This is an optimization exercise on Yosys and OpenROAD, whose aim is small area, a short achievable clock period and few clock cycles per item, not a production implementation.
Only simulation tests tie the RTL to the original design; equivalence was not proved.
Power figures rest on the tool's default switching activity, not on a simulated workload.

==> flow/design.v (outline; a module is shown in full before it is edited, if it fits) <==
// module neurona_mac: 1738 lines
// module neurona_mac_sal8: 19 lines
// module neurona_mac_fa: 10 lines
// module neurona_mac_c42: 17 lines
// module neurona_mac_c32: 16 lines
// module neurona_mac_ha: 9 lines
module neurona_mac #(
    parameter int Signo     = 1,
    parameter int Magnitud  = 7,
    parameter int Precision = 24,
    parameter int Width     = Signo + Magnitud + Precision,
    parameter int NEntradas = 4
) (
    input  logic             CLK,
    input  logic             RST,
    input  logic             Inicio,
    input  logic [Width-1:0] Sesgo,
    input  logic             EntradaValida,
    input  logic [Width-1:0] Entrada,
    input  logic [Width-1:0] Peso,
    output logic             Ocupado,
    output logic             Listo,
    output logic [Width-1:0] Salida,
    output logic             Error
);
  // ...
==> flow/flow/run.sh <==
#!/bin/bash
set -euo pipefail
MARGIN=$(cat flow/margin.txt)
bash standard.sh SETUP_SLACK_MARGIN=$MARGIN \
  "BUFFER_PORTS_ARGS=-buffer_cell sky130_fd_sc_hd__buf_1" \
  finish > orfs_make.log 2>&1
==> flow/flow/margin.txt <==
9.7
==> flow/standard.sh <==
#!/bin/bash
# synth_recipe.tcl (not shown) runs the flow's synth.tcl, then flattens the netlist and writes it again
# the make line also repeats each setting of config.mk as NAME=value (left out here)
make -C /OpenROAD-flow-scripts/flow DESIGN_CONFIG=/design/flow/config.mk WORK_HOME=/design/flow/orfs CLKGATE_MAP_FILE= SYNTH_SCRIPT=/design/flow/synth_recipe.tcl "${@:-finish}"
==> flow/config.mk <==
export PLATFORM = sky130hd
export DESIGN_NAME = neurona_mac
export DESIGN_NICKNAME = neurona_mac
export VERILOG_FILES = /design/flow/design.v
export SDC_FILE = /design/flow/constraint.sdc
export NUM_CORES = 4
export LEC_CHECK = 0
export CAP_MARGIN = 20
export CORE_MARGIN = 2
export CORE_UTILIZATION = 40
export SLEW_MARGIN = 20
export SYNTH_HIERARCHICAL = 1
export TNS_END_PERCENT = 0
==> flow/constraint.sdc <==
create_clock -name core_clock -period 13.5 [get_ports {CLK}]
set_input_delay 2.7000 -clock core_clock [delete_from_list [all_inputs] [get_ports {CLK}]]
set_output_delay 2.7000 -clock core_clock [all_outputs]
set_load 0.01 [all_outputs]
==> key figures, run 1 <==
Worst hold path
  – Hold path cells: 0

Cells and area
  – Reg area: 0.00615 sq mm
  – ClkCell Share: around 3.2%
  – Most flop-heavy register: r1_q

Power and ir drop
  – Net Sw Frac: 44.2%
  – Clk pwr share: roughly a quarter
  – Seq. pwr: ~0.0011 W
  – Clock net power: 0.000989 W

Setup path
  – Worst reg2reg endpoint: r2_q[22]$_DFF_P_
  – CP dominant cell by count: fa_1
  – R2R Setup Slk: around 9400 ps
  – Worst Path Arrival: 4570 ps

Yosys
  – Cells after Synth: around 3,200
  – Xor and xnor fraction of the mapped netlist area: 16.2%

Clock tree
  – CTS Buffer Depth: 3
  – Hold-fix buffers at CTS: 0
  – CTS H-tree depth: 2

GRT
  – Antenna violations before repair: 4
  – Gr busiest metal: met2
  – Largest net degree at the start of global routing: approximately 70

STA
  – Final hold slack: around 330 ps
  – Clock skew: 60.8 ps

Run status
  – Status: no timing/DRC/antenna violations

Detailed routing
  – Vias per inst: approximately 6.0
  – DR vias: around 25,000

Die
  – Die W: 293 microns
Testbench counts, summed over its fixed seeds: cycles 3,584, items 512.
==> run 2: changes to the inputs <==
--- a/flow/design.v
+++ b/flow/design.v
@@ -45,16 +45,17 @@
             v1_q <= toma;
             l1_q <= toma && (cuenta_q == 3'(NEntradas - 1));
             v2_q <= v1_q;
             l2_q <= l1_q;
         end
     end
     localparam bit GATE = 1;
     localparam bit GATE_NEG = 1;   
+    localparam bit GATE_DIG = 1;   
     logic [31:0] e1_q;
     logic        sg1_q;
     logic [15:0] one1_q, two1_q, neg1_q;
     logic [32:0] wx;
     logic [15:0] one_d, two_d;
     assign wx = {Peso, 1'b0};
     always_comb begin
         for (int i = 0; i < 16; i++) begin
==> flow/config.mk (replaced) <==
export PLATFORM = sky130hd
export DESIGN_NAME = neurona_mac
export DESIGN_NICKNAME = neurona_mac
export VERILOG_FILES = /design/flow/design.v
export SDC_FILE = /design/flow/constraint.sdc
export NUM_CORES = 4
export LEC_CHECK = 0
export CAP_MARGIN = 20
export CORE_MARGIN = 2
export CORE_UTILIZATION = 40
export CTS_BUF_LIST = sky130_fd_sc_hd__clkbuf_8
export SLEW_MARGIN = 20
export SYNTH_HIERARCHICAL = 1
export TNS_END_PERCENT = 0
==> run 2 against run 1 <==
  * Die area stayed put
  * Largest power group unchanged
  * Setup slack worse by 19 ps
  * Synthesized area stayed put
  * Non-clock buffer count is 3 higher
  * Via count is 0.75% higher
  * First-iteration DRC count is 0.30% lower
  * Fmax is 0.45% lower
==> key figures, run 2 <==
Run status
  – Status: no timing/DRC/antenna violations

GRT
  – GR Overflow Total: 0
  – Overall Global Routing Usage: roughly 25%
  – Antenna violations before repair: 4 (unchanged)
  – Largest net degree at the start of global routing: 68 (unchanged)
  – First-pass GRT wire length: between 150,000 and 200,000 microns
  – Vias in the first global route: about 27,000

Yosys
  – Mapped Area: between 0.03 and 0.04 sq mm
  – Ranking of synthesized cells by area: fa_1 28%, xnor2_1 15%, dfxtp_1 15%
  – Cells after Synth: 3,200 (unchanged)
  – Prevailing post-synth register cell: dfxtp_1
  – Netlist cell types: 82
  – Most frequent cell after synthesis: xnor2_1
  – EDFF count, synth: 0
  – Post-synth ARST share: between 10% and 20%
  – Synthesis-stage register bit count: just under 300
  – Biggest area consumer among synthesized cells: fa_1
  – Syn_area_per_cell: about 10 sq um
  – Synth cell count leaders: 571 x xnor2_1, 499 x a22oi_1, 470 x fa_1
  – Register area share after synthesis: 18.3%
  – Yosys top cell area share: 28.2%
  – YS warnings: 9

Cells and area
  – Filler cells: between 7,000 and 8,000
  – Commonest non-fill, non-tap cell in the layout: xnor2_1
  – Share of cells above drive strength 1: a little under an eighth
  – Fin nets: roughly 3,900
  – Biggest regs: r1_q x52, r0_q x51, acc_q x35
  – Area Overhead vs Synth: 9.81%
  – Final instance area: between 0.03 and 0.04 sq mm
  – Max reg flops: 52
  – Most frequent cells in the layout: 569 x xnor2_1, 497 x a22oi_1, 461 x fa_1, 203 x dfxtp_1, 171 x ha_1
  – Most flop-heavy register: r1_q
  – Final Non-Filler Cells: 4,293

Power and ir drop
  – Sequential Power Share: around a quarter
  – Pwr dens: 114 mW/mm^2
  – Leak Pwr: around 15 nW
  – Clk pwr share: 24.1% (+0.3 points)
  – Net Sw Frac: 43.5% (-0.63 points)
  – Logic pwr share: 49.9%
  – NetSw: 0.00182 W
  – Power Internal: between 0.002 and 0.0025 W
  – Peak VDD IR: ~0.14 mV

Setup path
  – CP top delay family: adder cells
  – Worst R2R Path Depth: 7
  – Worst Setup Start Kind: flop
  – Worst Path Arrival: 4680 ps (+110 ps)
  – Slowest cell on crit path: dfxtp_2
  – Max FO, Critical Path: 32
  – CP required: 14,020 ps
  – Worst-path cell chain: a22oi_1 -> xnor2_1 -> fa_1 -> fa_1 -> fa_1 -> fa_1 -> fa_1
  – Crit path kind: flop to flop
  – CP dominant cell by count: fa_1
  – Critical Path Max Stage Delay: a little over 1000 ps
  – R2R Setup Slk: 9340 ps (-20 ps)
  – Worst Path Buf+Inv: 0
  – Critical R2R Launch: two1_q[9]$_SDFF_PN0_
  – CP endpoint kind: flop
  – Worst reg2reg endpoint: r2_q[22]$_DFF_P_

STA
  – Fmax: between 200 and 250 MHz
  – Finish-stage setup viols: 0
  – Fin. max-slew vios: 0
  – Setup TNS: 0 ps
  – Clock skew: 86.3 ps (+25.5 ps)
  – Fin crit period: 4160 ps
  – Worst Tran Pin Value: roughly 1100 ps
  – Hold Violations, Final: 0
  – Final worst-path cycle share: between 30% and 40%
  – RSZ-0062 raised after global routing: yes
  – Slew headroom: 27.5%

Clock tree
  – CTS Buffer Depth: 3 (unchanged)
  – Clock sink count: between 200 and 300
  – Clock Latency Late Sink: around 700 ps
  – CTS tree: yes
  – CTS buffer count: 53
  – CTS H-tree depth: 2 (unchanged)
  – Hold-fix buffers at CTS: 0 (unchanged)
  – Root Buffer: clkbuf_8
  – Clock-pin slew on the worst setup and hold paths: 70 ps

Worst hold path
  – Worst Hold Class: flop to flop
  – WHS Endpoint: sg2_q$_DFF_P_
  – Hold Crit Start: sg1_q$_DFF_P_
  – Hold path cells: 0 (unchanged)

Job
  – Max Cap Viol: 0

Placement
  – Routability congestion estimate: 0.854
  – I/O Buffers: between 100 and 150
  – Placed Cells incl. Taps: roughly 4,200
  – Placed Instance Area: 0.0347 sq mm
  – Final HPWL DP: between 70,000 and 80,000 microns

Die
  – Die Y: roughly 290 microns
  – Die W: 293 microns (unchanged)
  – Starting density of the core: between 40% and 50%
  – Die ar.: 0.0857 sq mm
  – Top-level I/O count: ~140
  – FP Rows: ~110
  – Core ar.: about 0.08 sq mm

Detailed routing
  – Drt first pass iters: 6
  – Drt wl/cell: around 25 microns
  – Drc violations: 0
  – Final wirelength: approximately 110,000 microns
  – DR vias: 25,600 (+0.75%)
  – Vias per inst: 5.97 (about the same)
  – DRT iter0 DRCs: ~2,300
  – Final ANT Viol Nets: 0
-- run 2: cell counts after synthesis --
No cell type changed its count.
-- run 2: power groups by stage --
stage	registers [W]	logic [W]	clock network (W)
6_report	0.00109	0.00208	0.00100
5_1_grt	0.00111	0.00226	0.00107
4_1_cts	0.00109	0.00199	0.00103
3_5_place_dp	0.00110	0.00182	0
3_3_place_gp	0.00111	0.00183	0
2_1_floorplan	0.00107	0.00142	0
-- run 2: through the flow --
stage	hold WS, ps	util [%]	power, W	worst slack, ps
3_5_place_dp	319	42.2	0.00292	8170
6_report	335	44.5	0.00418	9340
5_1_grt	339	44.5	0.00443	9290
2_1_floorplan	310	-	0.00249	9570
4_1_cts	335	44.3	0.00411	9420
3_3_place_gp	312	42.2	0.00293	8230
-- run 2: final cells by class --
type	count	area, sq um	area share, %
multi-input combinational	2544	26400	72.0
sequential	293	6140	16.8
tap	1070	1340	3.66
timing repair buffer	223	1250	3.42
clock buffer	62	853	2.33
clock inverter	34	410	1.12
inverter	65	251	0.687
timing repair inverter	1	7.51	0.0205
antenna	1	2.50	0.00683
-- run 2: logic make-up after synthesis --
| family | Yosys count | synth area share (%) |
|---|---|---|
| muxes | 51 | 1.69 |
| DFF | 293 | 18.3 |
| AOI/OAI and AO/OA | 814 | 17.6 |
| xor gates and xnor gates | 616 | 16.2 |
| and+or+nand+nor | 394 | 6.73 |
| other | 1 | 0.0112 |
| adders and majority gates | 650 | 35.0 |
| buffers and inverters | 381 | 4.58 |
-- run 2: per-module statistics from Yosys (local to each module, per instance) --
module	flops+latches	cell area [sq um]
neurona_mac_ha	0	12.5
neurona_mac	293	21600
neurona_mac_sal8	0	348
neurona_mac_fa	0	20.0
-- run 2: how the worst max path moves through the flow --
| stage | start | end | slack, ps | depth (start not counted) |
|---|---|---|---|---|
| after floorplan | r2_q[21]$_DFF_P_ | salida_q[0]$_DFF_PP0_ | 9570 | 14 |
| after global placement | r0_q[11]$_DFF_P_ | salida_q[22]$_DFF_PP0_ | 8230 | 14 |
| after detailed placement | r0_q[11]$_DFF_P_ | salida_q[19]$_DFF_PP0_ | 8170 | 14 |
| after CTS | r0_q[21]$_DFF_P_ | salida_q[3]$_DFF_PP0_ | 9420 | 14 |
| after global routing | r0_q[43]$_DFF_P_ | salida_q[24]$_DFF_PP0_ | 9290 | 17 |
| final | two1_q[9]$_SDFF_PN0_ | r2_q[22]$_DFF_P_ | 9340 | 7 |
-- run 2: what timing repair did --
item	CTS	global route
cloned	3	2
pin swaps	14	18
endpoints found under the setup margin	134	207
setup buffers	21	6
endpoints found under the hold margin	0	0
gates resized for setup	49	22
-- run 2: metal layers --
layer | GRT usage [%] | vias to the layer above | part of all wire (%)
met5 | 0 | - | 0.010
met4 | 8.13 | 2 | 2.8
met3 | 6.69 | 222 | 10
met2 | 38.3 | 1399 | 44
met1 | 33.9 | 12900 | 43
li1 | - | 11200 | -
Testbench counts of run 2, summed over its fixed seeds: cycles 3,584, items 512.

==> afterwards: timing with drivers on the ports <==
The flow's constraints put no driver on any port. The routed layouts listed below were extracted and timed again, unchanged, in two steps.
Step 1: set_driving_cell puts a clkbuf_16 on CLK and a buf_2 on each other input, an assumption about the parent block.
Step 2 also shifts input and output timing later by t, the mid clock arrival at the registers, as if the neighbouring blocks saw the same clock.
Three values: ideal, step 1, step 2; two values: the first two.
run | t, ns | setup WS [ns] | worst register clock-pin slew, ns
run 1 | 0.635 | 9.363 / 9.363 / 9.001 | 0.08 / 0.08
run 2 | 0.723 | 9.344 / 9.344 / 8.990 | 0.07 / 0.07
After both steps every run listed still meets setup and hold. The setup slack of run 1, which loses most, moves by 0.000 ns with the drivers and by -0.362 ns with both steps.
